Context: an optimization exercise on an open-source flow, tuned for small area and few clock cycles. The choices shown serve that exercise and are no tape-out recipe.
Only simulation tests tie the RTL to the original design; equivalence was not proved.
Power and IR drop assume default switching activity.

==> flow/design.v <==
`timescale 1ns/1ps
`default_nettype none
package cache_geom_pkg;
  localparam int ADDR_W         = 32;
  localparam int DATA_W         = 32;
  localparam int BYTE_OFF_W     = 2;      
  localparam int OFFSET_W       = 2;      
  localparam int INDEX_W        = 4;
  localparam int TAG_W          = ADDR_W - INDEX_W - OFFSET_W - BYTE_OFF_W;   
  localparam int NUM_LINES      = 16;
  localparam int WORDS_PER_LINE = 4;
  typedef struct packed {
    logic [TAG_W-1:0]      tag;
    logic [INDEX_W-1:0]    index;
    logic [OFFSET_W-1:0]   offset;
    logic [BYTE_OFF_W-1:0] byte_off;
  } cache_addr_fields_t;
  typedef union packed {
    logic [ADDR_W-1:0]  flat;
    cache_addr_fields_t f;
  } cache_addr_u;
endpackage
`default_nettype wire
`timescale 1ns/1ps
`default_nettype none
package cache_msg_pkg;
  localparam int OPAQUE_W = 8;            
  localparam int ADDR_W   = 32;                    
  localparam int DATA_W   = 32;                    
  typedef enum logic {
    MSG_READ  = 1'b0,
    MSG_WRITE = 1'b1
  } msg_type_e;
  typedef struct packed {
    msg_type_e                           mtype;    
    logic [OPAQUE_W-1:0]                 opaque;   
    logic [ADDR_W-1:0]                   addr;     
    logic [DATA_W-1:0]                   data;     
  } mem_req_t;
  typedef struct packed {
    msg_type_e                           mtype;
    logic [OPAQUE_W-1:0]                 opaque;
    logic [DATA_W-1:0]                   data;     
  } mem_resp_t;
endpackage
`default_nettype wire
`timescale 1ns/1ps
`default_nettype none
module cache_base (
  input  logic                      clk,
  input  logic                      reset,
  input  cache_msg_pkg::mem_req_t   memreq,
  input  logic                      memreq_val,
  output logic                      memreq_rdy,
  output cache_msg_pkg::mem_resp_t  memresp,
  output logic                      memresp_val,
  input  logic                      memresp_rdy,
  output cache_msg_pkg::mem_req_t   cache_req,
  output logic                      cache_req_val,
  input  logic                      cache_req_rdy,
  input  cache_msg_pkg::mem_resp_t  cache_resp,
  input  logic                      cache_resp_val,
  output logic                      cache_resp_rdy
);
  localparam int TAG_W = cache_geom_pkg::TAG_W;
  localparam int NQ    = 4;                         
  logic              m0_val;
  logic              m0_type;
  logic [7:0]        m0_opq;
  logic [TAG_W-1:0]  m0_tag;
  logic [3:0]        m0_idx;
  logic [1:0]        m0_off;
  logic [31:0]       m0_data;
  logic [31:0]       data_q [64];
  logic [TAG_W-1:0]  tag_q  [16];
  logic [15:0]       valid_q;
  logic [15:0]       dirty_q;
  logic              te_busy;
  logic [2:0]        k;
  logic              te_wb;
  logic              te_type;
  logic [7:0]        te_opq;
  logic [3:0]        te_idx;
  logic [1:0]        te_base;
  logic [TAG_W-1:0]  te_ntag;
  logic [TAG_W-1:0]  te_vtag;
  logic [31:0]       te_data;
  logic              s1_v;
  logic [3:0]        s1_idx;
  logic [1:0]        s1_base;
  logic [1:0]        s1_c;
  logic [3:0]        s1_ovr;
  logic              s2_v;
  logic [3:0]        s2_idx;
  logic [1:0]        s2_base;
  logic [3:0]        s2_ovr;
  logic [NQ-1:0]     q_v;
  logic [NQ-1:0]     q_type;
  logic [NQ-1:0]     q_tm;                          
  logic [7:0]        q_opq [NQ];
  logic [3:0]        q_idx [NQ];
  logic [1:0]        q_off [NQ];
  localparam int QW  = (NQ > 4) ? 3 : (NQ > 2) ? 2 : 1;
  logic [QW-1:0]     q_hd;
  logic [QW-1:0]     q_tl;
  logic              resp_hold;
  logic              resp_rd;
  logic [1:0]        wo;
  logic              drop0;
  assign resp_rd = cache_resp_val && (cache_resp.mtype == cache_msg_pkg::MSG_READ) && s1_v;
  assign wo      = s1_base + s1_c;                  
  assign drop0   = s1_ovr[wo];                      
  logic [TAG_W-1:0]  tag_rd;
  logic              tag_eq;
  logic              vd;
  logic              m0_arr;
  logic              m0_there;
  logic              te_line;
  logic              q_full;
  logic              q_rd_line;
  logic              q_rd_word;
  logic              te_done;
  logic              te_wr;
  logic              rd_ok, wr_ok, miss_ok;
  logic              m0_go;
  logic              cpu_wr;
  assign tag_rd   = tag_q[m0_idx];
  assign tag_eq   = valid_q[m0_idx] && (tag_rd == m0_tag);
  assign vd       = valid_q[m0_idx] && dirty_q[m0_idx];
  assign m0_arr   = resp_rd && !drop0 && (m0_idx == s1_idx) && (m0_off == wo);
  assign m0_there = !(s1_v && (m0_idx == s1_idx) && !m0_arr &&
                      !((2'(m0_off - s1_base) < s1_c) || s1_ovr[m0_off])) &&
                    !(s2_v && (m0_idx == s2_idx) && !s2_ovr[m0_off]);
  assign te_line  = te_busy && (m0_idx == te_idx);
  assign q_full   = &q_v;
  always_comb begin
    q_rd_line = 1'b0;
    q_rd_word = 1'b0;
    for (int i = 0; i < NQ; i++) begin
      if (q_v[i] && !q_type[i] && (q_idx[i] == m0_idx)) begin
        q_rd_line = 1'b1;
        if (q_off[i] == m0_off) q_rd_word = 1'b1;
      end
    end
  end
  assign rd_ok   = m0_val && tag_eq && !m0_type && !q_full;
  logic              te_line_ok;
  assign te_line_ok = (k != 3'd0) && !(te_type && (m0_off == te_base)) &&
                      (!te_wb || (k[2] && (k[1:0] > 2'(m0_off - te_base))));
  assign wr_ok   = m0_val && tag_eq && m0_type && !q_full && (!te_line || te_line_ok) &&
                   !q_rd_word && !te_wr;
  assign miss_ok = m0_val && !tag_eq && !q_full && !te_busy && !q_rd_line &&
                   !(s1_v && (m0_idx == s1_idx)) && !(s2_v && (m0_idx == s2_idx)) && !s2_v;
  assign m0_go   = rd_ok || wr_ok || miss_ok;
  assign cpu_wr  = wr_ok;
  logic              vict_blk;
  assign vict_blk   = (miss_ok && vd) ||
                      (te_busy && te_wb && (memreq.mtype == cache_msg_pkg::MSG_WRITE) &&
                       (memreq.addr[31:4] == {te_vtag, te_idx}));
  assign memreq_rdy = (!m0_val || m0_go) && !vict_blk;
  logic              is_wr;
  logic              req_fire;
  logic              first_fire;
  logic [1:0]        req_off;
  logic [31:0]       rdata;
  logic [5:0]        rd_addr;
  logic              wb_req;
  assign is_wr   = te_busy && k[2];
  assign wb_req  = is_wr && !resp_hold;            
  assign req_off = te_busy ? (te_base + k[1:0]) : m0_off;
  assign cache_req_val    = te_busy ? (!k[2] || !resp_hold) : miss_ok;
  assign cache_req.mtype  = is_wr ? cache_msg_pkg::MSG_WRITE : cache_msg_pkg::MSG_READ;
  assign cache_req.opaque = te_busy ? te_opq : m0_opq;
  assign cache_req.addr   = {(te_busy ? (k[2] ? te_vtag : te_ntag) : m0_tag),
                             (te_busy ? te_idx : m0_idx), req_off, 2'b00};
  assign cache_req.data   = rdata;
  assign req_fire   = cache_req_val && cache_req_rdy;
  assign first_fire = req_fire && (!te_busy || (k == 3'd0));
  assign te_done    = te_busy && req_fire && (k == (te_wb ? 3'd7 : 3'd3));
  assign te_wr      = te_done && te_type;          
  logic              h_v, h_type, h_tm;
  logic [7:0]        h_opq;
  logic [3:0]        h_idx;
  logic [1:0]        h_off;
  logic              h_arr;
  logic              h_ready;
  logic              resp_fire;
  assign h_v    = q_v[q_hd];
  assign h_type = q_type[q_hd];
  assign h_tm   = q_tm[q_hd];
  assign h_opq  = q_opq[q_hd];
  assign h_idx  = q_idx[q_hd];
  assign h_off  = q_off[q_hd];
  assign h_arr   = resp_rd && !drop0 && (h_idx == s1_idx) && (h_off == wo);
  logic              h_there;
  assign h_there = !(s1_v && (h_idx == s1_idx) && !h_arr &&
                     !((2'(h_off - s1_base) < s1_c) || s1_ovr[h_off])) &&
                   !(s2_v && (h_idx == s2_idx) && !s2_ovr[h_off]);
  assign h_ready = h_v && !h_tm && (h_type || h_there);
  assign memresp_val = h_ready && !wb_req && (memreq_val || !s1_v || resp_hold);
  assign resp_fire   = memresp_val && memresp_rdy;
  assign rd_addr = wb_req ? {te_idx, req_off} : {h_idx, h_off};
  logic [63:0]       rsel;
  assign rsel = 64'd1 << rd_addr;
  always_comb begin
    rdata = '0;
    for (int i = 0; i < 64; i++) rdata = rdata | (data_q[i] & {32{rsel[i]}});
  end
  assign memresp.mtype  = h_type ? cache_msg_pkg::MSG_WRITE : cache_msg_pkg::MSG_READ;
  assign memresp.opaque = h_opq;
  assign memresp.data   = h_type ? '0 : (h_arr ? cache_resp.data : rdata);
  logic [2:0]        wdone;
  logic              wbblk;
  logic              same;
  logic              take;
  logic              pop;
  assign wdone = (k[2] ? {1'b0, k[1:0]} : 3'd0) + {2'b0, (req_fire && is_wr)};
  assign wbblk = te_busy && te_wb && (k != 3'd0) && !s2_v && ({1'b0, s1_c} >= wdone);
  assign same  = (m0_idx == s1_idx) && (m0_off == wo);
  assign take  = resp_rd && !wbblk && !te_wr && !(cpu_wr && !same);
  assign pop   = take && (s1_c == 2'd3);
  assign cache_resp_rdy = (cache_resp.mtype == cache_msg_pkg::MSG_WRITE) ||
                          (!wbblk && !te_wr && !(cpu_wr && !same));
  always_ff @(posedge clk) begin
    if (memreq_val && memreq_rdy) begin
      m0_type <= memreq.mtype;
      m0_opq  <= memreq.opaque;
      m0_tag  <= memreq.addr[31:8];
      m0_idx  <= memreq.addr[7:4];
      m0_off  <= memreq.addr[3:2];
      m0_data <= memreq.data;
    end
  end
  always_ff @(posedge clk) begin
    if (reset) begin
      m0_val <= 1'b0;
    end else if (memreq_val && memreq_rdy) begin
      m0_val <= 1'b1;
    end else if (m0_go) begin
      m0_val <= 1'b0;
    end
  end
  always_ff @(posedge clk) begin
    if (reset) begin
      te_busy <= 1'b0;
      k       <= '0;
    end else if (miss_ok) begin
      te_busy <= 1'b1;
      k       <= req_fire ? 3'd1 : 3'd0;
    end else if (te_done) begin
      te_busy <= 1'b0;
      k       <= '0;
    end else if (req_fire) begin
      k       <= k + 3'd1;
    end
  end
  always_ff @(posedge clk) begin
    if (miss_ok) begin
      te_wb   <= vd;
      te_type <= m0_type;
      te_opq  <= m0_opq;
      te_idx  <= m0_idx;
      te_base <= m0_off;
      te_ntag <= m0_tag;
      te_vtag <= tag_rd;
      te_data <= m0_data;
    end
  end
  always_ff @(posedge clk) begin
    if (miss_ok) tag_q[m0_idx] <= m0_tag;
  end
  always_ff @(posedge clk) begin
    if (reset) begin
      valid_q <= '0;
    end else if (miss_ok) begin
      valid_q[m0_idx] <= 1'b1;
    end
  end
  always_ff @(posedge clk) begin
    if (cpu_wr) begin
      dirty_q[m0_idx] <= 1'b1;
    end else if (miss_ok) begin
      dirty_q[m0_idx] <= 1'b0;
    end
    if (te_wr) dirty_q[te_idx] <= 1'b1;
  end
  always_ff @(posedge clk) begin
    if (te_wr) begin
      data_q[{te_idx, te_base}] <= te_data;
    end else if (cpu_wr) begin
      data_q[{m0_idx, m0_off}] <= m0_data;
    end else if (take && !drop0) begin
      data_q[{s1_idx, wo}] <= cache_resp.data;
    end
  end
  always_ff @(posedge clk) begin
    if (reset) begin
      s1_v <= 1'b0;
      s2_v <= 1'b0;
    end else begin
      if (pop) begin
        s1_v <= s2_v;
        s2_v <= 1'b0;
      end
      if (first_fire) begin
        if (s1_v && !pop) s2_v <= 1'b1;
        else              s1_v <= 1'b1;
      end
    end
  end
  logic [3:0]        wr1, wr2;
  logic [3:0]        m0_bit, te_bit;
  assign m0_bit = 4'd1 << m0_off;
  assign te_bit = 4'd1 << te_base;
  always_comb begin
    wr1 = '0;
    wr2 = '0;
    if (cpu_wr && s1_v && (m0_idx == s1_idx)) wr1 = wr1 | m0_bit;
    if (cpu_wr && s2_v && (m0_idx == s2_idx)) wr2 = wr2 | m0_bit;
    if (te_wr) begin
      if (s2_v) wr2 = wr2 | te_bit;
      else      wr1 = wr1 | te_bit;
    end
  end
  always_ff @(posedge clk) begin
    if (pop) begin
      s1_idx  <= s2_idx;
      s1_base <= s2_base;
      s1_ovr  <= s2_ovr | wr2;
      s1_c    <= '0;
    end else begin
      if (take) s1_c <= s1_c + 2'd1;
      s1_ovr <= s1_ovr | wr1;
      s2_ovr <= s2_ovr | wr2;
    end
    if (first_fire) begin
      if (s1_v && !pop) begin
        s2_idx  <= te_busy ? te_idx : m0_idx;
        s2_base <= te_busy ? te_base : m0_off;
        s2_ovr  <= '0;
      end else begin
        s1_idx  <= te_busy ? te_idx : m0_idx;
        s1_base <= te_busy ? te_base : m0_off;
        s1_ovr  <= '0;
        s1_c    <= '0;
      end
    end
  end
  always_ff @(posedge clk) begin
    if (reset) begin
      q_v  <= '0;
      q_hd <= '0;
      q_tl <= '0;
    end else begin
      if (resp_fire) begin
        q_v[q_hd] <= 1'b0;
        q_hd      <= (q_hd == QW'(NQ-1)) ? '0 : q_hd + 1'b1;
      end
      if (m0_go) begin
        q_v[q_tl] <= 1'b1;
        q_tl      <= (q_tl == QW'(NQ-1)) ? '0 : q_tl + 1'b1;
      end
    end
  end
  always_ff @(posedge clk) begin
    for (int i = 0; i < NQ; i++) begin
      if (m0_go && (q_tl == QW'(i))) begin
        q_type[i] <= m0_type;
        q_opq[i]  <= m0_opq;
        q_idx[i]  <= m0_idx;
        q_off[i]  <= m0_off;
        q_tm[i]   <= miss_ok;
      end else if (te_done) begin
        q_tm[i]   <= 1'b0;
      end
    end
  end
  always_ff @(posedge clk) begin
    if (reset) resp_hold <= 1'b0;
    else       resp_hold <= memresp_val && !memresp_rdy;
  end
endmodule
`default_nettype wire
`timescale 1ns/1ps
`default_nettype none
module cache_top (
  input  wire         clk,
  input  wire         reset,
  input  wire         memreq_type,
  input  wire  [7:0]  memreq_opaque,
  input  wire  [31:0] memreq_addr,
  input  wire  [31:0] memreq_data,
  input  wire         memreq_val,
  output wire         memreq_rdy,
  output wire         memresp_type,
  output wire  [7:0]  memresp_opaque,
  output wire  [31:0] memresp_data,
  output wire         memresp_val,
  input  wire         memresp_rdy,
  output wire         cache_req_type,
  output wire  [7:0]  cache_req_opaque,
  output wire  [31:0] cache_req_addr,
  output wire  [31:0] cache_req_data,
  output wire         cache_req_val,
  input  wire         cache_req_rdy,
  input  wire         cache_resp_type,
  input  wire  [7:0]  cache_resp_opaque,
  input  wire  [31:0] cache_resp_data,
  input  wire         cache_resp_val,
  output wire         cache_resp_rdy
);
  cache_msg_pkg::mem_req_t  memreq;
  cache_msg_pkg::mem_resp_t memresp;
  cache_msg_pkg::mem_req_t  cache_req;
  cache_msg_pkg::mem_resp_t cache_resp;
  assign memreq     = {memreq_type, memreq_opaque, memreq_addr, memreq_data};
  assign cache_resp = {cache_resp_type, cache_resp_opaque, cache_resp_data};
  assign {memresp_type, memresp_opaque, memresp_data} = memresp;
  assign {cache_req_type, cache_req_opaque, cache_req_addr, cache_req_data} = cache_req;
  cache_base base_i (
    .clk            (clk),
    .reset          (reset),
    .memreq         (memreq),
    .memreq_val     (memreq_val),
    .memreq_rdy     (memreq_rdy),
    .memresp        (memresp),
    .memresp_val    (memresp_val),
    .memresp_rdy    (memresp_rdy),
    .cache_req      (cache_req),
    .cache_req_val  (cache_req_val),
    .cache_req_rdy  (cache_req_rdy),
    .cache_resp     (cache_resp),
    .cache_resp_val (cache_resp_val),
    .cache_resp_rdy (cache_resp_rdy)
  );
endmodule
`default_nettype wire
==> flow/run.sh <==
#!/bin/bash
# synth_recipe.tcl (not shown) runs the flow's synth.tcl, then flattens the netlist and writes it again
# the make line also repeats each setting of config.mk as NAME=value (left out here)
make -C /OpenROAD-flow-scripts/flow DESIGN_CONFIG=/design/flow/config.mk WORK_HOME=/design/flow/orfs CLKGATE_MAP_FILE= SYNTH_SCRIPT=/design/flow/synth_recipe.tcl finish
==> flow/config.mk <==
export PLATFORM = sky130hd
export DESIGN_NAME = cache_top
export DESIGN_NICKNAME = cache_top
export VERILOG_FILES = /design/flow/design.v
export SDC_FILE = /design/flow/constraint.sdc
export NUM_CORES = 4
export LEC_CHECK = 0
export CAP_MARGIN = 20
export CORE_MARGIN = 2
export CORE_UTILIZATION = 45
export CTS_BUF_LIST = sky130_fd_sc_hd__clkbuf_16
export CTS_CLUSTER_DIAMETER = 120
export CTS_CLUSTER_SIZE = 20
export SLEW_MARGIN = 20
==> flow/constraint.sdc <==
create_clock -name core_clock -period 10.0 [get_ports {clk}]
set_input_delay 2.0000 -clock core_clock [delete_from_list [all_inputs] [get_ports {clk}]]
set_output_delay 2.0000 -clock core_clock [all_outputs]
set_load 0.01 [all_outputs]
==> results of run 1 <==
-- power by group through the flow --
stage / clock (mW) / combinational [mW] / sequential (mW)
global placement: 0 / 2.17 / 13.3
CTS: 6.66 / 2.21 / 13.0
finish: 6.67 / 2.25 / 13.0
global route: 7.03 / 2.32 / 13.0
detailed placement: 0 / 2.20 / 13.3
floorplan: 0 / 1.10 / 13.2
-- final timing paths --
check                         start                     to  slack [ns]  depth (start not counted)
setup / recovery     base_i.q_hd[0]       memresp_data[31]        0.34                         14
hold / removal    base_i.valid_q[1]      base_i.valid_q[1]        0.45                          2
setup reg to reg          flip-flop  base_i.data_q[47][23]        2.58                         13
hold reg to reg   base_i.valid_q[1]      base_i.valid_q[1]        0.45                          2
-- sequential cells by signal (all words and copies together) (netlist names), 8 cells and up, named ones only --
name            cells
base_i.data_q    2048
base_i.tag_q      384
base_i.m0_data     32
base_i.q_opq       32
base_i.te_data     32
base_i.m0_tag      24
base_i.te_ntag     24
base_i.te_vtag     24
base_i.dirty_q     16
base_i.q_idx       16
base_i.valid_q     16
base_i.m0_opq       8
base_i.q_off        8
base_i.te_opq       8
-- stage by stage --
stage / total power [mW] / cells
finish: 21.9 / 9149
detailed placement: 15.5 / 8937
global route: 22.4 / 9146
floorplan: 14.3 / 5735
CTS: 21.9 / 9143
global placement: 15.4 / 8933
-- final cells by class --
cell class	count	area (µm²)	area share
Multi-Input combinational cell	2606	22100	0.189
Clock inverter	46	409	0.00349
Clock buffer	160	4000	0.0342
Tap cell	3026	3790	0.0323
Sequential cell	2737	81500	0.696
Inverter	52	200	0.00171
Timing Repair Buffer	518	5100	0.0435
Antenna cell	4	10.0	0.0000854
-- kinds of logic after synthesis --
logic type	synth area share
buf+inv	0.0159
fa+ha+maj	0.00446
compound gates	0.110
mux	0.0348
flops	0.785
simple gates	0.0414
xor+xnor	0.00841
other cells	0.0000361
-- worst max-delay path, stage by stage, from the launching register on --
cell             delay (ns)
dfxtp_1                0.56
ha_1                   0.66
a222oi_1               0.26
a21oi_1                0.78
mux2_2                 1.01
nor4_2                 0.22
buf_4                  0.27
buf_4                  0.39
a22o_1                 0.31
a221oi_1               0.27
nand4_1                0.18
or4_1                  0.97
nor2_1                 0.21
nor3_1                 0.07
clkdlybuf4s50_1        0.51
-- Yosys cell counts (58+ instances only) --
library cell  count
a21oi_1          68
a221oi_1        506
a22o_1          516
clkbuf_1        264
dfxtp_1          68
edfxtp_1       2669
mux2i_1         162
mux4_2           67
nand2_1         127
nand4_1         147
nor2_1          227
nor3_1           58
nor4_1           94
-- layer usage --
layer | routed length, µm | track usage | vias up
li1 | - | - | 24700
met1 | 141000 | 0.439 | 34000
met3 | 53700 | 0.0861 | 1270
met5 | 97 | 0 | -
met4 | 27600 | 0.177 | 12
met2 | 177000 | 0.508 | 5434
==> summary.txt, run 1 <==
Die Ht: 484 µm
sw power: 5.39 mW
Synth area leader: edfxtp_1
CTS Sinks: 2737
commonest cells after routing, fill and taps aside: 2669 x edfxtp_1, 516 x a22o_1, 506 x a221oi_1
Post-synth EDFFs: 2669
Clock Power Share: 0.304
drt first pass iters: 8
Rows: 176
Num CTS Buffers: 156
area grow syn2layout: 12.8%
Post-CTS Hold Fix Bufs: 0
clock-pin slew of the registers on the worst-case setup and hold paths: 0.09 ns
Post-DP Area: 113000 µm²
Clock Skews: 0.0900 ns
Root Buffer: clkbuf_16
setup tns final: 0 ns
most common cell after layout, fill and taps aside: edfxtp_1
Seq pwr share: 0.593
maximum achievable frequency: 103 MHz
share of cells above drive strength 1: 0.130
largest net degree at the start of global routing: 67
FFs w/ async S/R, synth: 0
Max Cap Viol: 0
unique cell type count in the Yosys netlist: 88
GRT Util Overall: 0.333
Hold WC Path Type: reg -> reg
post-route setup slack: 0.336 ns
crit path time final: 9.66 ns
RSZ-0062 raised after global routing: false
CTS tree: built
die area: 235000 µm²
Clock Latency Late Sink: 0.88 ns
outcome: complete, no violations
post-synthesis sequential area ratio: 0.785
Post-Synthesis Cells: 5734
vias: 65400
DP Wirelength: 211 mm
via density per instance: 7.15
Mapped Area: 104000 µm²
max-slew violation count: 0
GRT overflow: 0
number of DRC markers in iteration 0: 12200
Setup Buffers After CTS: 0
post-layout util: 0.510
measured slew at the worst slew-check pin: 1.25 ns
Initial Utilization: 0.452
Ys Warns: 4
Final Routed Wirelength: 399 mm
share of the synthesized area in the top cell type: 0.772
Yosys reg bits: 2737
Final setup viols: 0
first-pass GRT wire length: 530 mm
RD Place Congestion: 0.872
Filler Cell Count: 18400
DRT antenna net count: 0
I/O pin cnt: 238
CTS resizes: 0
Crit Path Max Fanout: 32
CP Data Arrival Time: 7.66 ns
VDD IR max: 0.180 mV
PwrDens: 187 nW/µm²
Post-Syn Area per Cell: 18.1 µm²
Logic pwr share: 0.103
Post-layout nets: 6228
die width: 484 µm
Tcrit/Tclk final: 0.966
largest cells by area after synthesis: edfxtp_1 77%, a22o_1 4.4%, a221oi_1 4.3%
Max H-tree Level: 4
critical path class: reg -> out
Internal Power: 16.5 mW
worst hold slack: 0.451 ns
critical path startpoint category: flip-flop
WP data required: 8.00 ns
Lkg Pwr: 36.6 nW
wire per inst: 43.6 µm
vias in the first global route: 60200
DRC violations left: 0
Main synth FF type: edfxtp_1
Core ar.: 230000 µm²
Finished Cell Area: 117000 µm²
Sw Ratio: 0.246
Setup WS pre-CTS: 1.40 ns
endpoint class of the critical path: output pin
Clock Tree Buf Depth: 3
Rel. slew slack: 0.166
antenna violations before repair: 14
Fin. Hold Viols: 0
IO Port Bufs: 225
Testbench counts, summed over its fixed seeds: cycles 10,899.
==> run 2: changes to the inputs <==
==> flow/flow/run.sh (new file) <==
#!/bin/bash
# Standard ORFS layout (the standard.sh, synthesis included) with two
# changes: the port buffers are the smallest plain buffer, and the clock tree
# is built from clkbuf_16 leaf clusters of up to 22 sinks without dummy
# loads. Each ORFS step writes its full log under orfs/logs; the make output
# as a whole goes to flow_make.log in this folder.
set -euo pipefail
cat >> config.mk <<'EOT'
export BUFFER_PORTS_ARGS = -buffer_cell sky130_fd_sc_hd__buf_1
export CTS_ARGS = -sink_clustering_enable -repair_clock_nets -dont_use_dummy_load -buf_list sky130_fd_sc_hd__clkbuf_16 -sink_clustering_size 22 -sink_clustering_max_diameter 100
EOT
bash standard.sh > flow_make.log 2>&1
==> flow/standard.sh (new file) <==
#!/bin/bash
# synth_recipe.tcl (not shown) runs the flow's synth.tcl, then flattens the netlist and writes it again
# the make line also repeats each setting of config.mk as NAME=value (left out here)
make -C /OpenROAD-flow-scripts/flow DESIGN_CONFIG=/design/flow/config.mk WORK_HOME=/design/flow/orfs CLKGATE_MAP_FILE= SYNTH_SCRIPT=/design/flow/synth_recipe.tcl "${@:-finish}"
--- a/flow/config.mk
+++ b/flow/config.mk
@@ -10,5 +10,4 @@
 export CORE_UTILIZATION = 45
-export CTS_BUF_LIST = sky130_fd_sc_hd__clkbuf_16
-export CTS_CLUSTER_DIAMETER = 120
-export CTS_CLUSTER_SIZE = 20
 export SLEW_MARGIN = 20
+export BUFFER_PORTS_ARGS = -buffer_cell sky130_fd_sc_hd__buf_1
+export CTS_ARGS = -sink_clustering_enable -repair_clock_nets -dont_use_dummy_load -buf_list sky130_fd_sc_hd__clkbuf_16 -sink_clustering_size 22 -sink_clustering_max_diameter 100
removed: flow/run.sh
==> run 2 against run 1 <==
Compared with the run above:
- combinational power is 8% lower
- sequential power hardly changed
- worst hold slack better by 0.0011 ns
- maximum frequency is 5.1% higher
- register-to-register slack worse by 0.24 ns
- routed wire length is 0.74% lower
- core utilization is 1.0 points lower
- critical path depth is 1 higher
- synthesized cell count stayed put
- largest power group unchanged
==> summary.txt, run 2 <==
outcome: complete, no violations
WP buf/inv: 5
number of DRC markers in iteration 0: 11400
antenna violations before repair: 13
GRT overflow: 0
share of the synthesized area in the top cell type: 0.772
IO Port Bufs: 225
vias: 65100
critical path startpoint category: flip-flop
critical path launch point: base_i.q_hd[0]
measured slew at the worst slew-check pin: 1.25 ns
PwrDens: 184 nW/µm²
Tcrit/Tclk final: 0.920
Post-Syn Area per Cell: 18.1 µm²
Max Used Layer: met5
most numerous cell in the Yosys netlist: edfxtp_1
RD Place Congestion: 0.895
reg-to-reg slack, setup: 2.34 ns
max reg flops: 2048
Post-DP Area: 111000 µm²
R2R Path End: base_i.data_q[37][20]
Finished Cell Area: 115000 µm²
FFs w/ async S/R, synth: 0
area grow syn2layout: 10.6%
CTS tree: built
Critical Path Max Stage Delay: 1.09 ns
die area: 235000 µm²
clock-pin slew of the registers on the worst-case setup and hold paths: 0.09 ns
Setup Buffers After CTS: 0
wire per inst: 43.5 µm
Fin. Hold Viols: 0
Clock Skews: 0.108 ns
post-synthesis sequential area ratio: 0.785
Initial Utilization: 0.452
vias in the first global route: 59500
Post-layout nets: 6215
Yosys reg bits: 2737
critical path class: reg -> out
RSZ-0062 raised after global routing: false
DP Wirelength: 213 mm
Rel. slew slack: 0.167
WL met3: 52.4 mm
via density per instance: 7.15
setup tns final: 0 ns
CP Data Arrival Time: 7.20 ns
commonest cells after routing, fill and taps aside: 2669 x edfxtp_1, 516 x a22o_1, 506 x a221oi_1
Crit Path Max Fanout: 31
DRT antenna net count: 0
largest net degree at the start of global routing: 67
Synth area leader: edfxtp_1
CP top delay family: simple AND/OR/NAND/NOR gates
Post-synth EDFFs: 2669
largest register by flop count: base_i.data_q
critical path depth in cells: 15
FF-to-FF path depth: 12
Post-Synthesis Cells: 5734
Ys Warns: 4
Rows: 176
DRC violations left: 0
Core ar.: 230000 µm²
CTS Sinks: 2737
most common cell after layout, fill and taps aside: edfxtp_1
Final Routed Wirelength: 396 mm
largest cells by area after synthesis: edfxtp_1 77%, a22o_1 4.4%, a221oi_1 4.3%
Clock Latency Late Sink: 0.87 ns
post-layout util: 0.500
CTS resizes: 0
first-pass GRT wire length: 526 mm
unique cell type count in the Yosys netlist: 88
Max H-tree Level: 4
maximum achievable frequency: 109 MHz
met2 WL post-DR: 178 mm
GRT Util Overall: 0.330
met1 WL: 140 mm
share of cells above drive strength 1: 0.127
Slowest cell on crit path: nor4_2
drt first pass iters: 7
Main synth FF type: edfxtp_1
die width: 484 µm
Critical Path Sink: memresp_data[2]
Largest regs: base_i.data_q (2048), base_i.tag_q (384)
Final setup viols: 0
Max Cap Viol: 0
endpoint class of the critical path: output pin
Die Ht: 484 µm
I/O pin cnt: 238
Root Buffer: clkbuf_16
WP data required: 8.00 ns
Synth top cells by count: 2669 x edfxtp_1, 516 x a22o_1, 506 x a221oi_1, 264 x clkbuf_1, 227 x nor2_1
CP Cell Sequence: inv_1 -> ha_1 -> inv_1 -> a211o_1 -> nand2_1 -> nor4_2 -> buf_4 -> buf_4 -> a22o_1 -> a221oi_1 -> nand4_1 -> or4_1 -> nor2_1 -> nor3_1 -> buf_1
Post-CTS Hold Fix Bufs: 0
Filler Cell Count: 18700
Hold WC Path Type: reg -> reg
VDD IR max: 0.142 mV
Lkg Pwr: 35.5 nW
max-slew violation count: 0
Num CTS Buffers: 144
crit path time final: 9.20 ns
Mapped Area: 104000 µm²
Clock Tree Buf Depth: 3
[run 2: layout make-up]
type / instances / area (µm²) / share of cell area
sequential: 2737 / 81500 / 0.710
multi-input combinational: 2606 / 22100 / 0.193
tap: 3026 / 3790 / 0.0330
clock buffer: 144 / 3600 / 0.0314
timing repair buffer: 517 / 3540 / 0.0308
inverter: 52 / 200 / 0.00174
antenna: 18 / 45.0 / 0.000392
[run 2: per-layer routing]
| metal | global-route usage | up-vias |
|---|---|---|
| met2 | 0.507 | 5318 |
| met3 | 0.0909 | 1223 |
| met1 | 0.430 | 33900 |
| li1 | - | 24600 |
| met4 | 0.176 | 8 |
| met5 | 0 | - |
[run 2: stage by stage]
stage                     hold WS, ns  std cells  worst slack, ns  power (mW)
after global placement          0.429       8931             1.70        15.3
after CTS                       0.451       9081            0.932        21.1
after global routing            0.470       9085            0.718        21.6
final                           0.452       9100            0.803        21.2
after floorplan                 0.420       5735             1.41        14.3
after detailed placement        0.436       8937             1.90        15.3
[run 2: report_power, final]
part,switching (mW),internal (mW)
registers,0.161,12.9
logic,1.47,0.584
clock network,3.52,2.57
total,5.15,16.0
[run 2: how the worst min path moves through the flow]
stage                             startpoint  slack (ns)                  to  depth (start not counted)
after floorplan           base_i.dirty_q[14]        0.42  base_i.dirty_q[14]                          1
after global placement     base_i.dirty_q[5]        0.43   base_i.dirty_q[5]                          1
after detailed placement   base_i.m0_data[1]        0.44   base_i.te_data[1]                          0
after CTS                  base_i.valid_q[7]        0.45   base_i.valid_q[7]                          2
after global routing       base_i.m0_data[8]        0.47   base_i.te_data[8]                          0
final                      base_i.valid_q[1]        0.45   base_i.valid_q[1]                          2
[run 2: kinds of logic after synthesis]
group | Yosys count | synth area share
AOI/OAI and AO/OA | 1371 | 0.110
xor gates and xnor gates | 98 | 0.00841
and+or+nand+nor | 827 | 0.0414
muxes | 271 | 0.0348
DFF | 2737 | 0.785
buffers and inverters | 392 | 0.0159
adders and majority gates | 37 | 0.00446
other | 1 | 0.0000361
[run 2: tightest hold or removal path, delay by kind of cell, from the launching register on]
kind / cells / cell delay [ns]
AOI/OAI and AO/OA: 1 / 0.05
buffers and inverters: 1 / 0.05
DFF: 1 / 0.32
==> run 3: changes to the inputs <==
--- a/flow/design.v
+++ b/flow/design.v
@@ -48,2 +48,12 @@
 `default_nettype none
+module cache_rd_ao3 (
+  input  logic [2:0] d,
+  input  logic [2:0] s,
+  output logic       y_n
+);
+  assign y_n = !((d[0] && s[0]) || (d[1] && s[1]) || (d[2] && s[2]));
+endmodule
+`default_nettype wire
+`timescale 1ns/1ps
+`default_nettype none
 module cache_base (
@@ -204,5 +214,13 @@
   assign rsel = 64'd1 << rd_addr;
-  always_comb begin
-    rdata = '0;
-    for (int i = 0; i < 64; i++) rdata = rdata | (data_q[i] & {32{rsel[i]}});
+  logic [21:0]       rsl_n [32];
+  for (genvar b = 0; b < 32; b++) begin : g_rd
+    for (genvar j = 0; j < 21; j++) begin : g_sl
+      cache_rd_ao3 sl_i (
+        .d   ({data_q[3*j+2][b], data_q[3*j+1][b], data_q[3*j][b]}),
+        .s   (rsel[3*j+2:3*j]),
+        .y_n (rsl_n[b][j])
+      );
+    end
+    assign rsl_n[b][21] = !(data_q[63][b] && rsel[63]);
+    assign rdata[b]     = !(&rsl_n[b]);
   end
--- a/flow/config.mk
+++ b/flow/config.mk
@@ -11,2 +11,3 @@
 export SLEW_MARGIN = 20
+export SYNTH_HIERARCHICAL = 1
 export BUFFER_PORTS_ARGS = -buffer_cell sky130_fd_sc_hd__buf_1
==> run 3 against run 2 <==
Compared with the run above:
- now fails the layout checks on antenna violations
- die area down 1.9%
- combinational power down 8%
- non-clock buffer count down 58
- first-iteration DRC count down 13%
- critical path type unchanged
==> summary.txt, run 3 <==
largest net degree at the start of global routing: 69
Clock Tree Buf Depth: 3
crit path time final: 9.61 ns
GRT overflow: 0
CTS resizes: 0
Tcrit/Tclk final: 0.961
total power: 20.8 mW
Yosys reg bits: 2737
post-synthesis sequential area ratio: 0.801
wire per inst: 32.6 µm
Mapped Area: 102000 µm²
WP data required: 8.00 ns
critical path class: reg -> out
Post-synth EDFFs: 2669
Post-CTS Hold Fix Bufs: 0
Ys Warns: 15
die width: 480 µm
Crit Path Max Fanout: 20
max-slew violation count: 0
Filler Cell Count: 18200
post-layout util: 0.499
Lkg Pwr: 35.0 nW
largest cells by area after synthesis: edfxtp_1 79%, a222oi_1 6.8%, mux2i_1 2.1%
vias: 57500
Main synth FF type: edfxtp_1
IO Port Bufs: 225
Final setup viols: 0
Rel. slew slack: 0.200
first-pass GRT wire length: 405 mm
Max H-tree Level: 4
Hold WC Path Type: reg -> reg
Finished Layout Cells: 8808
commonest cells after routing, fill and taps aside: 2669 x edfxtp_1, 688 x a222oi_1, 225 x buf_1
Final Routed Wirelength: 287 mm
Rows: 174
Die Ht: 480 µm
number of DRC markers in iteration 0: 9924
DRT antenna net count: 1
Cells after DPL: 8650
DP Wirelength: 166 mm
Max Cap Viol: 0
endpoint class of the critical path: output pin
worst hold slack: 0.434 ns
antenna violations before repair: 12
area grow syn2layout: 10.3%
CP Data Arrival Time: 7.61 ns
FFs w/ async S/R, synth: 0
setup tns final: 0 ns
Initial Utilization: 0.453
via density per instance: 6.52
VDD IR max: 0.129 mV
share of the synthesized area in the top cell type: 0.787
outcome: failed layout checks
GRT Util Overall: 0.244
share of cells above drive strength 1: 0.120
clock-pin slew of the registers on the worst-case setup and hold paths: 0.09 ns
critical path startpoint category: flip-flop
Post-layout nets: 5965
Root Buffer: clkbuf_16
most numerous cell in the Yosys netlist: edfxtp_1
Post-Syn Area per Cell: 19.1 µm²
Synth top cells by count: 2669 x edfxtp_1, 688 x a222oi_1, 230 x nor2_1, 211 x mux2i_1, 145 x nand4_1
Fin. Hold Viols: 0
maximum achievable frequency: 104 MHz
Clock Latency Late Sink: 0.84 ns
Clock Skews: 0.0685 ns
Setup Buffers After CTS: 0
Largest regs: base_i.data_q (2048), base_i.tag_q (384)
vias in the first global route: 55100
measured slew at the worst slew-check pin: 1.20 ns
CTS tree: built
Post-Synthesis Cells: 5339
largest register by flop count: base_i.data_q
max reg flops: 2048
CTS Sinks: 2737
RD Place Congestion: 0.846
unique cell type count in the Yosys netlist: 88
PwrDens: 185 nW/µm²
Synth area leader: edfxtp_1
Num CTS Buffers: 142
RSZ-0062 raised after global routing: false
I/O pin cnt: 238
most common cell after layout, fill and taps aside: edfxtp_1
die area: 230000 µm²
DRC violations left: 0
Core ar.: 225000 µm²
Failed Checks: antenna violations
drt first pass iters: 13
-- run 3: cell types whose count changed in the layout (fill, tap and decap cells not counted), moves of 28 or more --
cell      delta
inv_1       +65
nor2_2      +35
nor4_2      -76
nand3_1     +45
mux2i_1     +51
a22o_1     -506
a21oi_4     +32
a221oi_1   -496
a222oi_1   +673
nor3b_2     +28
buf_4       -30
o21ai_0     +41
o21ai_4     -33
-- run 3: worst max-delay path: stages, from the launching register on --
cell and delay, ns:
dfxtp_1 0.60, inv_1 0.16, ha_1 0.37, buf_4 0.23, a222oi_1 0.35, mux2i_1 0.31, a21oi_1 0.86, nor2_1 0.22
nand2_1 0.38, nor2_4 0.17, buf_4 0.34, a222oi_1 0.34, nand4_1 0.30, or4_1 0.82, nor3_1 0.60, o21ai_0 0.33
mux2i_1 0.20, nor2_1 0.05, buf_1 0.16
-- run 3: cell type report --
cell class              instances  area (µm²)  area share
flip-flops and latches       2737       81500       0.726
multi-input cells            2350       20200       0.180
well taps                    2992        3740      0.0333
clock buffers                 142        3550      0.0316
repair buffers                459        2760      0.0245
inverters                     118         444     0.00396
diodes                         10        25.0    0.000223
-- run 3: kinds of logic after synthesis --
logic type               count (synthesis)  synth area share
flip-flops                            2737             0.801
AO/OA/AOI/OAI                         1039            0.0902
AND/OR/NAND/NOR                        867            0.0443
multiplexers                           314            0.0406
buffers and inverters                  253            0.0118
XOR/XNOR                                91           0.00783
adder cells (fa/ha/maj)                 37           0.00455
other                                    1         0.0000368
-- run 3: path summary, 6_finish.rpt --
kind,from,to,cells past startpoint,slack (ns)
setup / recovery,base_i.q_hd[0],memresp_data[2],18,0.39
hold reg to reg,base_i.m0_data[2],base_i.te_data[2],0,0.43
hold / removal,base_i.m0_data[2],base_i.te_data[2],0,0.43
setup reg to reg,flip-flop,base_i.data_q[15][3],12,2.47
-- run 3: metrics by stage --
| stage | cell area [µm²] | setup WS [ns] |
|---|---|---|
| final | 112000 | 0.385 |
| after global routing | 112000 | 0.325 |
| after CTS | 112000 | 0.428 |
| after detailed placement | 109000 | 1.35 |
| after global placement | 109000 | 1.36 |
| after floorplan | 102000 | 2.69 |
-- run 3: power by group --
group / leakage [nW] / switching [mW] / internal, mW
Sequential: 24.6 / 0.151 / 12.8
Combinational: 8.67 / 1.37 / 0.518
Clock: 1.75 / 3.38 / 2.54
Total: 35.0 / 4.90 / 15.9
-- run 3: routing by layer --
metal,up-vias,track usage,part of all wire
li1,23900,-,-
met1,30000,0.349,0.40
met2,3162,0.386,0.47
met3,354,0.0416,0.10
met4,0,0.0728,0.030
met5,-,0,0
-- run 3: Yosys stat by module, one instance, submodules excluded, a selection --
module | cells inside | flip-flops and latches | copies in the design
cache_base | 4667 | 2737 | 1
cache_rd_ao3 | 1 | 0 | 672
Testbench counts of run 3, summed over its fixed seeds: cycles 10,899.
==> run 4: changes to the inputs <==
--- a/flow/config.mk
+++ b/flow/config.mk
@@ -9,3 +9,3 @@
 export CORE_MARGIN = 2
-export CORE_UTILIZATION = 45
+export CORE_UTILIZATION = 40
 export SLEW_MARGIN = 20
==> run 4 against run 3 <==
Compared with the run above:
- sequential share of layout area is 0.37 points lower
- combinational power barely moved
- largest power group unchanged
- cell count increased by 4.2%
- routed wire length is 1.8% higher
- global-route usage fell by 2.4 points
- largest cell class unchanged
- the run now finishes clean
- register-to-register slack got worse by 0.41 ns
- highest routed layer is now met5
==> summary.txt, run 4 <==
outcome: complete, no violations
vias: 57700
Post-Syn Area per Cell: 19.1 µm²
commonest cells after routing, fill and taps aside: 2669 x edfxtp_1, 688 x a222oi_1, 225 x buf_1
unique cell type count in the Yosys netlist: 88
DRC violations left: 0
max reg flops: 2048
Largest regs: base_i.data_q (2048), base_i.tag_q (384)
Post-Synthesis Cells: 5339
die width: 509 µm
GRT overflow: 0
crit path time final: 9.72 ns
Hold WC Path Type: reg -> reg
Seq pwr share: 0.623
drt first pass iters: 11
Final setup viols: 0
Max Cap Viol: 0
Rel. slew slack: 0.212
DP Wirelength: 169 mm
clock-pin slew of the registers on the worst-case setup and hold paths: 0.09 ns
Critical Path Max Stage Delay: 0.78 ns
post-synthesis sequential area ratio: 0.801
CP top delay family: simple AND/OR/NAND/NOR gates
number of DRC markers in iteration 0: 9898
CTS Sinks: 2737
measured slew at the worst slew-check pin: 1.18 ns
critical path startpoint category: flip-flop
vias in the first global route: 55200
Setup Buffers After CTS: 0
first-pass GRT wire length: 409 mm
share of cells above drive strength 1: 0.121
Post-synth EDFFs: 2669
Internal Power: 15.9 mW
Root Buffer: clkbuf_16
most numerous cell in the Yosys netlist: edfxtp_1
critical path class: reg -> out
maximum achievable frequency: 103 MHz
largest cells by area after synthesis: edfxtp_1 79%, a222oi_1 6.8%, mux2i_1 2.1%
most used cell along the critical path: mux2i_1
WP buf/inv: 2
Rows: 185
post-route setup slack: 0.280 ns
sw power: 4.94 mW
largest register by flop count: base_i.data_q
DRT antenna net count: 0
critical path launch point: base_i.q_hd[0]
largest net degree at the start of global routing: 74
GRT Util Overall: 0.220
VDD IR max: 0.151 mV
WP data required: 8.00 ns
Clock Tree Buf Depth: 3
Slowest cell on crit path: mux2i_1
CP Data Arrival Time: 7.72 ns
Yosys reg bits: 2737
Filler Cell Count: 21700
die area: 259000 µm²
Synth area leader: edfxtp_1
setup tns final: 0 ns
worst hold slack: 0.421 ns
hold wc startpoint: base_i.m0_data[25]
via density per instance: 6.28
Sw Ratio: 0.237
FFs w/ async S/R, synth: 0
RSZ-0062 raised after global routing: false
Die Ht: 509 µm
Max H-tree Level: 4
Synth top cells by count: 2669 x edfxtp_1, 688 x a222oi_1, 230 x nor2_1, 211 x mux2i_1, 145 x nand4_1
Post-layout nets: 5968
I/O pin cnt: 238
Setup WS pre-CTS: 1.17 ns
Mapped Area: 102000 µm²
Clock Latency Late Sink: 0.87 ns
antenna violations before repair: 9
most common cell after layout, fill and taps aside: edfxtp_1
Num CTS Buffers: 143
Ys Warns: 15
wire per inst: 31.8 µm
share of the synthesized area in the top cell type: 0.787
endpoint class of the critical path: output pin
area grow syn2layout: 10.9%
PwrDens: 185 nW/µm²
Core ar.: 254000 µm²
Fin. Hold Viols: 0
Clock Power Share: 0.285
max-slew violation count: 0
RD Place Congestion: 0.830
Final Routed Wirelength: 292 mm
IO Port Bufs: 225
Initial Utilization: 0.401
CTS tree: built
Lkg Pwr: 35.1 nW
Logic pwr share: 0.092
Clock Skews: 0.130 ns
Tcrit/Tclk final: 0.972
Main synth FF type: edfxtp_1
CP Cell Sequence: ha_1 -> a222oi_1 -> mux2i_1 -> mux2i_1 -> and2_1 -> nand2_1 -> or2_2 -> nor2_2 -> buf_4 -> a222oi_1 -> nand4_1 -> or4_1 -> nor3_1 -> o21ai_0 -> mux2i_1 -> nor2_1 -> buf_1
Crit Path Max Fanout: 21
==> run 4: per-module statistics from Yosys (local to each module, per instance), a selection <==
module | cell area, µm² | flip-flops and latches | cells inside
cache_base | 95100 | 2737 | 4667
cache_rd_ao3 | 10.0 | 0 | 1
==> run 4: final cells by class <==
cell class | count | area, µm² | share of cell area
Multi-Input combinational cell | 2350 | 20300 | 0.180
Timing Repair Buffer | 461 | 2810 | 0.0249
Inverter | 118 | 444 | 0.00394
Sequential cell | 2737 | 81500 | 0.722
Tap cell | 3366 | 4210 | 0.0373
Antenna cell | 6 | 15.0 | 0.000133
Clock buffer | 143 | 3580 | 0.0317
==> run 4: stage by stage <==
stage	total power [mW]	utilization	cells	instance area [µm²]
floorplan	14.2	-	5340	102000
detailed placement	15.1	0.430	9027	109000
global route	21.4	0.445	9176	113000
CTS	20.9	0.444	9170	113000
global placement	15.1	0.430	9021	109000
finish	20.9	0.445	9181	113000
==> run 4: path summary, 6_finish.rpt <==
kind | cells past startpoint | slack, ns | end
max reg2reg | 13 | 2.06 | base_i.data_q[28][8]
min | 0 | 0.42 | base_i.te_data[25]
min reg2reg | 0 | 0.42 | base_i.te_data[25]
max | 17 | 0.28 | memresp_data[0]
==> run 4: worst reg2reg max path, delay by kind of cell (launching register included) <==
kind / cells / cell delay (ns)
buf+inv: 3 / 1.60
simple gates: 5 / 2.72
mux: 3 / 1.85
flops: 1 / 0.66
compound gates: 1 / 0.31
xor+xnor: 1 / 0.34
==> run 4: layer usage <==
layer | vias to the layer above | wire [µm] | GRT usage
met5 | - | 41 | 0
met4 | 6 | 12100 | 0.0856
met3 | 453 | 30100 | 0.0381
met2 | 3311 | 138000 | 0.356
met1 | 30000 | 112000 | 0.298
li1 | 23900 | - | -
==> run 4: what timing repair did <==
| action | 4_1_cts | 5_1_grt |
|---|---|---|
| hold buffers | 0 | 0 |
| resized for setup | 0 | 1 |
| setup endpoints to repair | 0 | 2 |
| endpoints found under the hold margin | 0 | 0 |
==> run 4: cell families (layout without fill, tap and decap cells) <==
family / Yosys count / in the layout / share of synthesized area
muxes: 314 / 314 / 0.0406
buffers and inverters: 253 / 722 / 0.0118
AOI/OAI and AO/OA: 1039 / 1039 / 0.0902
DFF: 2737 / 2737 / 0.801
adders and majority gates: 37 / 37 / 0.00455
and+or+nand+nor: 867 / 867 / 0.0443
other: 1 / 8 / 0.0000368
xor gates and xnor gates: 91 / 91 / 0.00783
==> run 4: power groups by stage <==
stage / combinational [mW] / sequential (mW) / clock (mW)
6_report: 1.91 / 13.0 / 5.95
5_1_grt: 2.01 / 13.0 / 6.41
4_1_cts: 1.88 / 13.0 / 6.03
3_5_place_dp: 1.88 / 13.3 / 0
3_3_place_gp: 1.83 / 13.3 / 0
2_1_floorplan: 1.01 / 13.2 / 0
==> run 5: changes to the inputs <==
--- a/flow/design.v
+++ b/flow/design.v
@@ -136,3 +136,16 @@
   logic              cpu_wr;
-  assign tag_rd   = tag_q[m0_idx];
+  logic [15:0]       tsel;
+  logic [5:0]        tsl_n [TAG_W];
+  assign tsel = 16'd1 << m0_idx;
+  for (genvar b = 0; b < TAG_W; b++) begin : g_tg
+    for (genvar j = 0; j < 5; j++) begin : g_sl
+      cache_rd_ao3 sl_i (
+        .d   ({tag_q[3*j+2][b], tag_q[3*j+1][b], tag_q[3*j][b]}),
+        .s   (tsel[3*j+2:3*j]),
+        .y_n (tsl_n[b][j])
+      );
+    end
+    assign tsl_n[b][5] = !(tag_q[15][b] && tsel[15]);
+    assign tag_rd[b]   = !(&tsl_n[b]);
+  end
   assign tag_eq   = valid_q[m0_idx] && (tag_rd == m0_tag);
==> run 5 against run 4 <==
Compared with the run above:
- still clean
- register-to-register slack worse by 0.71 ns
- cell area is 1.7% lower
- global-route usage is essentially flat
- setup slack got worse by 0.16 ns
- synthesized cell count fell by 2.4%
- worst hold slack better by 0.019 ns
- maximum frequency is 1.6% lower
==> summary.txt, run 5 <==
outcome: complete, no violations
Post-layout nets: 5884
die width: 503 µm
die area: 253000 µm²
GRT overflow: 0
WHS Path Cells: 2
DRC violations left: 0
met2 GRT Util: 0.343
reg2reg start: base_i.m0_idx[0]
GRT Util Overall: 0.220
Fin. Hold Viols: 0
PwrDens: 186 nW/µm²
vias in the first global route: 54100
maximum achievable frequency: 101 MHz
Max Cap Viol: 0
I/O pin cnt: 238
share of the synthesized area in the top cell type: 0.806
number of DRC markers in iteration 0: 10400
CTS Sinks: 2733
Main synth FF type: edfxtp_1
wire per inst: 31.5 µm
Max H-tree Level: 4
Yosys reg bits: 2733
Largest regs: base_i.data_q (2048), base_i.tag_q (384)
clock-pin slew of the registers on the worst-case setup and hold paths: 0.08 ns
most used cell along the critical path: nor2_1
R2R Path End: base_i.data_q[23][5]
crit path time final: 9.88 ns
WP data required: 8.00 ns
unique cell type count in the Yosys netlist: 72
Clock Tree Buf Depth: 3
reg-to-reg slack, setup: 1.35 ns
most numerous cell in the Yosys netlist: edfxtp_1
endpoint class of the critical path: output pin
setup tns final: 0 ns
total power: 20.7 mW
met3 usage in global routing: 0.0483
vias: 56400
hold wc startpoint: base_i.dirty_q[12]
largest cells by area after synthesis: edfxtp_1 81%, a222oi_1 8.1%, dfxtp_1 1.3%
VDD IR max: 0.200 mV
max-slew violation count: 0
WHS Endpoint: base_i.dirty_q[12]
Rows: 183
Synth area leader: edfxtp_1
Clock Latency Late Sink: 0.85 ns
GR Util met1: 0.301
Critical Path Max Stage Delay: 0.89 ns
Post-synth EDFFs: 2669
most common cell after layout, fill and taps aside: edfxtp_1
max reg flops: 2048
Die Ht: 503 µm
Final setup viols: 0
Crit Path Max Fanout: 19
area grow syn2layout: 11.6%
CP Data Arrival Time: 7.88 ns
RSZ-0062 raised after global routing: false
first-pass GRT wire length: 399 mm
CP Cell Sequence: inv_1 -> ha_1 -> mux2i_1 -> nor2_1 -> a21oi_1 -> nor2_1 -> nand2_1 -> nor2_4 -> buf_4 -> a222oi_1 -> nand4_1 -> or4_1 -> nor3_1 -> o21ai_0 -> mux2i_1 -> nor2_1 -> buf_1
Most Used Layer, Global Route: met2
DRT antenna net count: 0
Core ar.: 248000 µm²
Ys Warns: 17
largest net degree at the start of global routing: 65
Post-CTS Hold Fix Bufs: 0
IO Port Bufs: 225
CP top delay family: simple AND/OR/NAND/NOR gates
antenna violations before repair: 27
drt first pass iters: 13
Rel. slew slack: 0.164
CTS tree: built
largest register by flop count: base_i.data_q
worst hold slack: 0.440 ns
measured slew at the worst slew-check pin: 1.25 ns
via density per instance: 6.23
Tcrit/Tclk final: 0.988
Post-Syn Area per Cell: 19.1 µm²
FF-to-FF path depth: 17
Post-Synthesis Cells: 5212
Slowest cell on crit path: ha_1
share of cells above drive strength 1: 0.109
Clock Skews: 0.116 ns
FFs w/ async S/R, synth: 0
Lkg Pwr: 33.8 nW
Synth top cells by count: 2669 x edfxtp_1, 806 x a222oi_1, 311 x nor2_1, 182 x nand2_1, 167 x nand4_1
Mapped Area: 99400 µm²
Final Routed Wirelength: 286 mm
critical path class: reg -> out
Num CTS Buffers: 143
critical path startpoint category: flip-flop
Initial Utilization: 0.401
commonest cells after routing, fill and taps aside: 2669 x edfxtp_1, 806 x a222oi_1, 233 x buf_4
DP Wirelength: 174 mm
RD Place Congestion: 0.865
post-synthesis sequential area ratio: 0.819
Root Buffer: clkbuf_16
WP buf/inv: 3
Hold WC Path Type: reg -> reg
-- run 5: changes by cell type after synthesis, moves of 22 or more --
cell,delta
mux2i_1,-124
a222oi_1,+118
nor2_1,+81
mux4_2,-65
a21oi_1,-56
nand2_1,+50
a31oi_1,+44
and4_1,+37
inv_1,-32
nor3_1,-32
nor3b_1,-28
a22oi_1,-26
nand4_1,+22
-- run 5: per-module statistics from Yosys (local to each module, per instance), a selection --
| module | area (µm²) | cells | times used |
|---|---|---|---|
| cache_rd_ao3 | 10.0 | 1 | 792 |
| cache_base | 91500 | 4420 | 1 |
-- run 5: kinds of logic (layout without fill, tap and decap cells) --
logic type	after synthesis	after routing	share of synthesized area
other	1	7	0.0000377
AND/OR/NAND/NOR	992	992	0.0502
flip-flops	2733	2733	0.819
multiplexers	108	108	0.0123
adder cells (fa/ha/maj)	39	39	0.00491
buffers and inverters	186	696	0.00771
AO/OA/AOI/OAI	1065	1065	0.0981
XOR/XNOR	88	88	0.00775
-- run 5: how the worst max path moves through the flow --
stage                                 from                 to  slack (ns)  cells past startpoint
after floorplan           base_i.m0_idx[0]  base_i.m0_data[0]        0.20                     14
after global placement      base_i.q_hd[0]    memresp_data[3]        1.28                     17
after detailed placement    base_i.q_hd[0]    memresp_data[3]        1.20                     17
after CTS                   base_i.q_hd[0]    memresp_data[3]        0.36                     17
after global routing        base_i.q_hd[0]    memresp_data[3]        0.04                     17
final                       base_i.q_hd[0]    memresp_data[3]        0.12                     17
-- run 5: per-stage QoR --
stage | utilization | setup WS [ns] | std cells | area, µm²
after CTS | 0.447 | 0.361 | 9046 | 111000
final | 0.447 | 0.117 | 9058 | 111000
after global routing | 0.447 | 0.0448 | 9053 | 111000
after global placement | 0.432 | 1.28 | 8898 | 107000
after floorplan | - | 0.202 | 5213 | 99400
after detailed placement | 0.432 | 1.20 | 8903 | 107000
-- run 5: report_power, final --
part / internal, mW / total, mW / switching (mW)
clock network: 2.55 / 5.93 / 3.38
registers: 12.9 / 13.0 / 0.110
logic: 0.438 / 1.76 / 1.33
total: 15.8 / 20.7 / 4.82
-- run 5: layout make-up --
class                      instances  area [µm²]
fill                           21100      137000
timing repair buffer             471        2910
tap                             3330        4170
inverter                          82         308
sequential                      2733       81400
clock buffer                     143        3580
antenna                            5        12.5
multi-input combinational       2294       18600
-- run 5: repair_timing --
action / in CTS / in global routing
setup endpoints to repair: 0 / 3
gates resized for setup: 0 / 3
buffers inserted: 0 / 0
endpoints found under the hold margin: 0 / 0
-- run 5: layer usage --
layer,vias to the layer above,routed length (µm)
met2,3149,131000
met3,420,30600
met4,8,13100
li1,23800,-
met5,-,249
met1,29100,110000
-- run 5: worst register-to-register path, stage by stage (launching register included) --
cell and delay [ns]:
edfxtp_1 0.37, buf_4 0.28, inv_1 0.30, ha_1 0.31, ha_1 0.20, nor2b_4 0.69
a222oi_1 0.23, and4_1 0.27, and4_1 0.20, nor4_1 0.63, nand4_1 0.31, or4_4 0.71
o211ai_4 0.27, nand2b_1 0.25, o211ai_1 0.87, nand3b_1 0.95, nor2_4 1.11, buf_4 0.33
Testbench counts of run 5, summed over its fixed seeds: cycles 10,899.
==> run 6: changes to the inputs <==
--- a/flow/design.v
+++ b/flow/design.v
@@ -115,2 +115,5 @@
   logic [QW-1:0]     q_tl;
+  logic              hr_type;
+  logic [3:0]        hr_idx;
+  logic [1:0]        hr_off;
   logic              resp_hold;
@@ -211,7 +214,7 @@
   assign h_v    = q_v[q_hd];
-  assign h_type = q_type[q_hd];
+  assign h_type = hr_type;
   assign h_tm   = q_tm[q_hd];
   assign h_opq  = q_opq[q_hd];
-  assign h_idx  = q_idx[q_hd];
-  assign h_off  = q_off[q_hd];
+  assign h_idx  = hr_idx;
+  assign h_off  = hr_off;
   assign h_arr   = resp_rd && !drop0 && (h_idx == s1_idx) && (h_off == wo);
@@ -407,2 +410,15 @@
     end
+  end
+  logic [QW-1:0]     hd_nx;
+  assign hd_nx = resp_fire ? ((q_hd == QW'(NQ-1)) ? '0 : q_hd + 1'b1) : q_hd;
+  always_ff @(posedge clk) begin
+    if (m0_go && (q_tl == hd_nx)) begin
+      hr_type <= m0_type;
+      hr_idx  <= m0_idx;
+      hr_off  <= m0_off;
+    end else begin
+      hr_type <= q_type[hd_nx];
+      hr_idx  <= q_idx[hd_nx];
+      hr_off  <= q_off[hd_nx];
+    end
   end
==> run 6 against run 5 <==
Compared with the run above:
- still clean on timing, DRC and antenna
- core utilization barely moved
- maximum frequency rose by 5.7%
- synthesized area rose by 0.62%
==> summary.txt, run 6 <==
Main synth FF type: edfxtp_1
most common cell after layout, fill and taps aside: edfxtp_1
CTS Sinks: 2740
RSZ-0062 raised after global routing: false
WP data required: 8.00 ns
Clock Power Share: 0.280
largest net degree at the start of global routing: 76
Max H-tree Level: 4
Synth area leader: edfxtp_1
DP Wirelength: 173 mm
Initial Utilization: 0.402
via density per instance: 6.28
GR Util met1: 0.295
Clock Latency Late Sink: 0.86 ns
crit path time final: 9.35 ns
CTS tree: built
Post-Synth Adder-Cell Area: 0.00475
Logic pwr share: 0.112
first-pass GRT wire length: 407 mm
total power: 21.3 mW
Post-DP Area: 108000 µm²
Setup Buffers After CTS: 0
Root Buffer: clkbuf_16
Clock Tree Buf Depth: 3
outcome: complete, no violations
FFs w/ async S/R, synth: 0
clock-pin slew of the registers on the worst-case setup and hold paths: 0.09 ns
commonest cells after routing, fill and taps aside: 2669 x edfxtp_1, 801 x a222oi_1, 243 x buf_4
Critical Path Max Stage Delay: 1.01 ns
Yosys reg bits: 2740
DRT antenna net count: 0
most numerous cell in the Yosys netlist: edfxtp_1
die area: 254000 µm²
GRT overflow: 0
Rows: 183
Post-layout nets: 5936
Hold WC Path Type: reg -> reg
PwrDens: 191 nW/µm²
antenna violations before repair: 12
multiplexer area fraction after synthesis: 0.0159
Final setup viols: 0
Post-CTS Hold Fix Bufs: 0
setup tns final: 0 ns
Finished Layout Cells: 9122
Finished Cell Area: 111000 µm²
wire per inst: 31.9 µm
measured slew at the worst slew-check pin: 1.25 ns
critical path startpoint category: flip-flop
most used cell along the critical path: nand4_1
drt first pass iters: 13
main combinational cell family by area after synthesis: compound AO/OA/AOI/OAI gates
Rel. slew slack: 0.160
GRT Util Overall: 0.221
CTS resizes: 0
CP Cell Sequence: nand3b_1 -> mux2i_1 -> nand2b_2 -> nor2_2 -> buf_4 -> a222oi_1 -> nand4_1 -> nor2_1 -> nand4_1 -> buf_1
vias in the first global route: 54900
Final Routed Wirelength: 291 mm
Die Ht: 504 µm
I/O pin cnt: 238
max-slew violation count: 0
Post-synth EDFFs: 2669
max reg flops: 2048
IO Port Bufs: 225
share of cells above drive strength 1: 0.110
Cells after DPL: 8956
die width: 504 µm
Num CTS Buffers: 144
vias: 57300
area grow syn2layout: 11.3%
Crit Path Max Fanout: 35
Setup WS pre-CTS: 1.70 ns
unique cell type count in the Yosys netlist: 73
Internal Power: 16.0 mW
Filler Cell Count: 21400
number of DRC markers in iteration 0: 10400
post-synthesis sequential area ratio: 0.815
endpoint class of the critical path: output pin
WP buf/inv: 2
Max Cap Viol: 0
DRC violations left: 0
Post-Synthesis Cells: 5268
XOR/XNOR Fraction of Synth Area: 0.00738
Clock Skews: 0.114 ns
Most Used Layer, Global Route: met2
Core ar.: 249000 µm²
Slowest cell on crit path: dfxtp_2
Tcrit/Tclk final: 0.935
Synth top cells by count: 2669 x edfxtp_1, 801 x a222oi_1, 284 x nor2_1, 201 x nand4_1, 192 x nand2_1
Post-Syn Area per Cell: 19.0 µm²
critical path class: reg -> out
VDD IR max: 0.201 mV
post-layout util: 0.448
Sw Ratio: 0.249
RD Place Congestion: 0.865
post-route setup slack: 0.652 ns
CP top delay family: simple AND/OR/NAND/NOR gates
largest cells by area after synthesis: edfxtp_1 80%, a222oi_1 8.0%, dfxtp_1 1.4%
largest register by flop count: base_i.data_q
sw power: 5.31 mW
CP Data Arrival Time: 7.35 ns
complex-gate fraction of the synthesized area: 0.0969
share of the synthesized area in the top cell type: 0.801
Largest regs: base_i.data_q (2048), base_i.tag_q (384)
Ys Warns: 17
met3 usage in global routing: 0.0439
worst hold slack: 0.419 ns
met2 GRT Util: 0.355
Mapped Area: 100000 µm²
Seq pwr share: 0.609
Synth Area in Simple Gates: 0.0535
maximum achievable frequency: 107 MHz
Fin. Hold Viols: 0
Lkg Pwr: 34.1 nW
==> run 6: changes by cell type after synthesis, moves of 9 or more <==
cell,delta
inv_1,-37
nor3_1,+36
a31oi_1,-35
nand4_1,+34
or4_1,-30
nor2_1,-27
mux2i_1,+19
clkbuf_1,+15
nor2b_1,+15
mux2_2,+10
nand2_1,+10
a21oi_1,+9
==> run 6: area by class of cell <==
| type | count | area (µm²) | share of cell area |
|---|---|---|---|
| flip-flops and latches | 2740 | 81600 | 0.732 |
| multi-input cells | 2371 | 19000 | 0.170 |
| well taps | 3330 | 4170 | 0.0374 |
| clock buffers | 144 | 3600 | 0.0324 |
| repair buffers | 475 | 2830 | 0.0254 |
| inverters | 46 | 173 | 0.00155 |
| diodes | 16 | 40.0 | 0.000360 |
==> run 6: path summary, 6_finish.rpt <==
kind,slack (ns),to,cells after the start,from
max,0.65,cache_req_data[6],10,base_i.k[2]
min,0.42,base_i.te_data[28],0,base_i.m0_data[28]
max reg2reg,2.44,base_i.data_q[23][14],15,base_i.m0_idx[1]
min reg2reg,0.42,base_i.te_data[28],0,base_i.m0_data[28]
==> run 6: Yosys stat by module (local to each module, per instance), excerpt <==
module / copies in the design / flip-flops and latches
cache_base: 1 / 2740
cache_rd_ao3: 792 / 0
==> run 6: layer usage <==
metal | share of wire | vias up | wire [µm]
met3 | 0.10 | 416 | 29000
met5 | 0.000083 | - | 24
met1 | 0.38 | 29700 | 110000
met2 | 0.48 | 3140 | 138000
met4 | 0.045 | 4 | 13000
li1 | - | 24100 | -
==> run 6: worst register-to-register path, cell delays in order (launching register included) <==
cell	delay (ns)
edfxtp_1	0.39
inv_1	0.35
ha_1	0.47
and2_1	0.92
buf_4	0.34
a222oi_1	0.10
and4_1	0.28
and4_1	0.22
nor4_1	0.35
nand4_1	0.40
and4b_1	0.62
nand3_4	0.42
buf_4	0.49
mux2i_1	0.49
o21ai_4	0.92
buf_4	0.52
==> run 6: power groups by stage <==
| stage | logic (mW) | registers [mW] | clock network [mW] |
|---|---|---|---|
| finish | 2.38 | 13.0 | 5.96 |
| global route | 2.47 | 13.0 | 6.40 |
| CTS | 2.35 | 13.0 | 6.05 |
| detailed placement | 2.34 | 13.2 | 0 |
| global placement | 2.31 | 13.2 | 0 |
| floorplan | 1.06 | 13.2 | 0 |
==> run 6: logic make-up after synthesis <==
| kind of cell | Yosys count |
|---|---|
| xor gates and xnor gates | 81 |
| buffers and inverters | 158 |
| DFF | 2740 |
| AOI/OAI and AO/OA | 1058 |
| and+or+nand+nor | 1052 |
| other | 1 |
| adders and majority gates | 38 |
| muxes | 140 |
Testbench counts of run 6, summed over its fixed seeds: cycles 10,899.

## what the ideal ports hide
No port has a modelled driver above. Below, the same layouts with a new extraction and two added sets of constraints.
Step 1 sets driving cells, clkbuf_16 on the clock port and buf_2 on the other inputs (assumed; they add their load-dependent delay and slew).
Step 2 times the ports against the registers' clock, not the clock port: input delays grow and output delays shrink by t, the midpoint of the rising clock arrivals with the driver on.
Slacks: no drivers / after step 1 / after step 2; pairs: no drivers / after step 1.
run	shift t [ns]	setup WS [ns]	hold slack, ns	clock arrival spread, ns
run 1	0.926	0.336 / 0.248 / 1.174	0.451 / 0.451 / 0.451	0.095 / 0.095
run 2	0.926	0.803 / 0.697 / 1.623	0.452 / 0.452 / 0.452	0.115 / 0.115
run 3	0.901	0.385 / 0.291 / 1.191	0.434 / 0.434 / 0.434	0.069 / 0.069
run 4	0.901	0.280 / 0.182 / 1.083	0.421 / 0.421 / 0.421	0.130 / 0.130
run 5	0.889	0.117 / 0.023 / 0.912	0.440 / 0.440 / 0.440	0.117 / 0.118
run 6	0.896	0.652 / 0.559 / 1.455	0.419 / 0.419 / 0.419	0.114 / 0.114
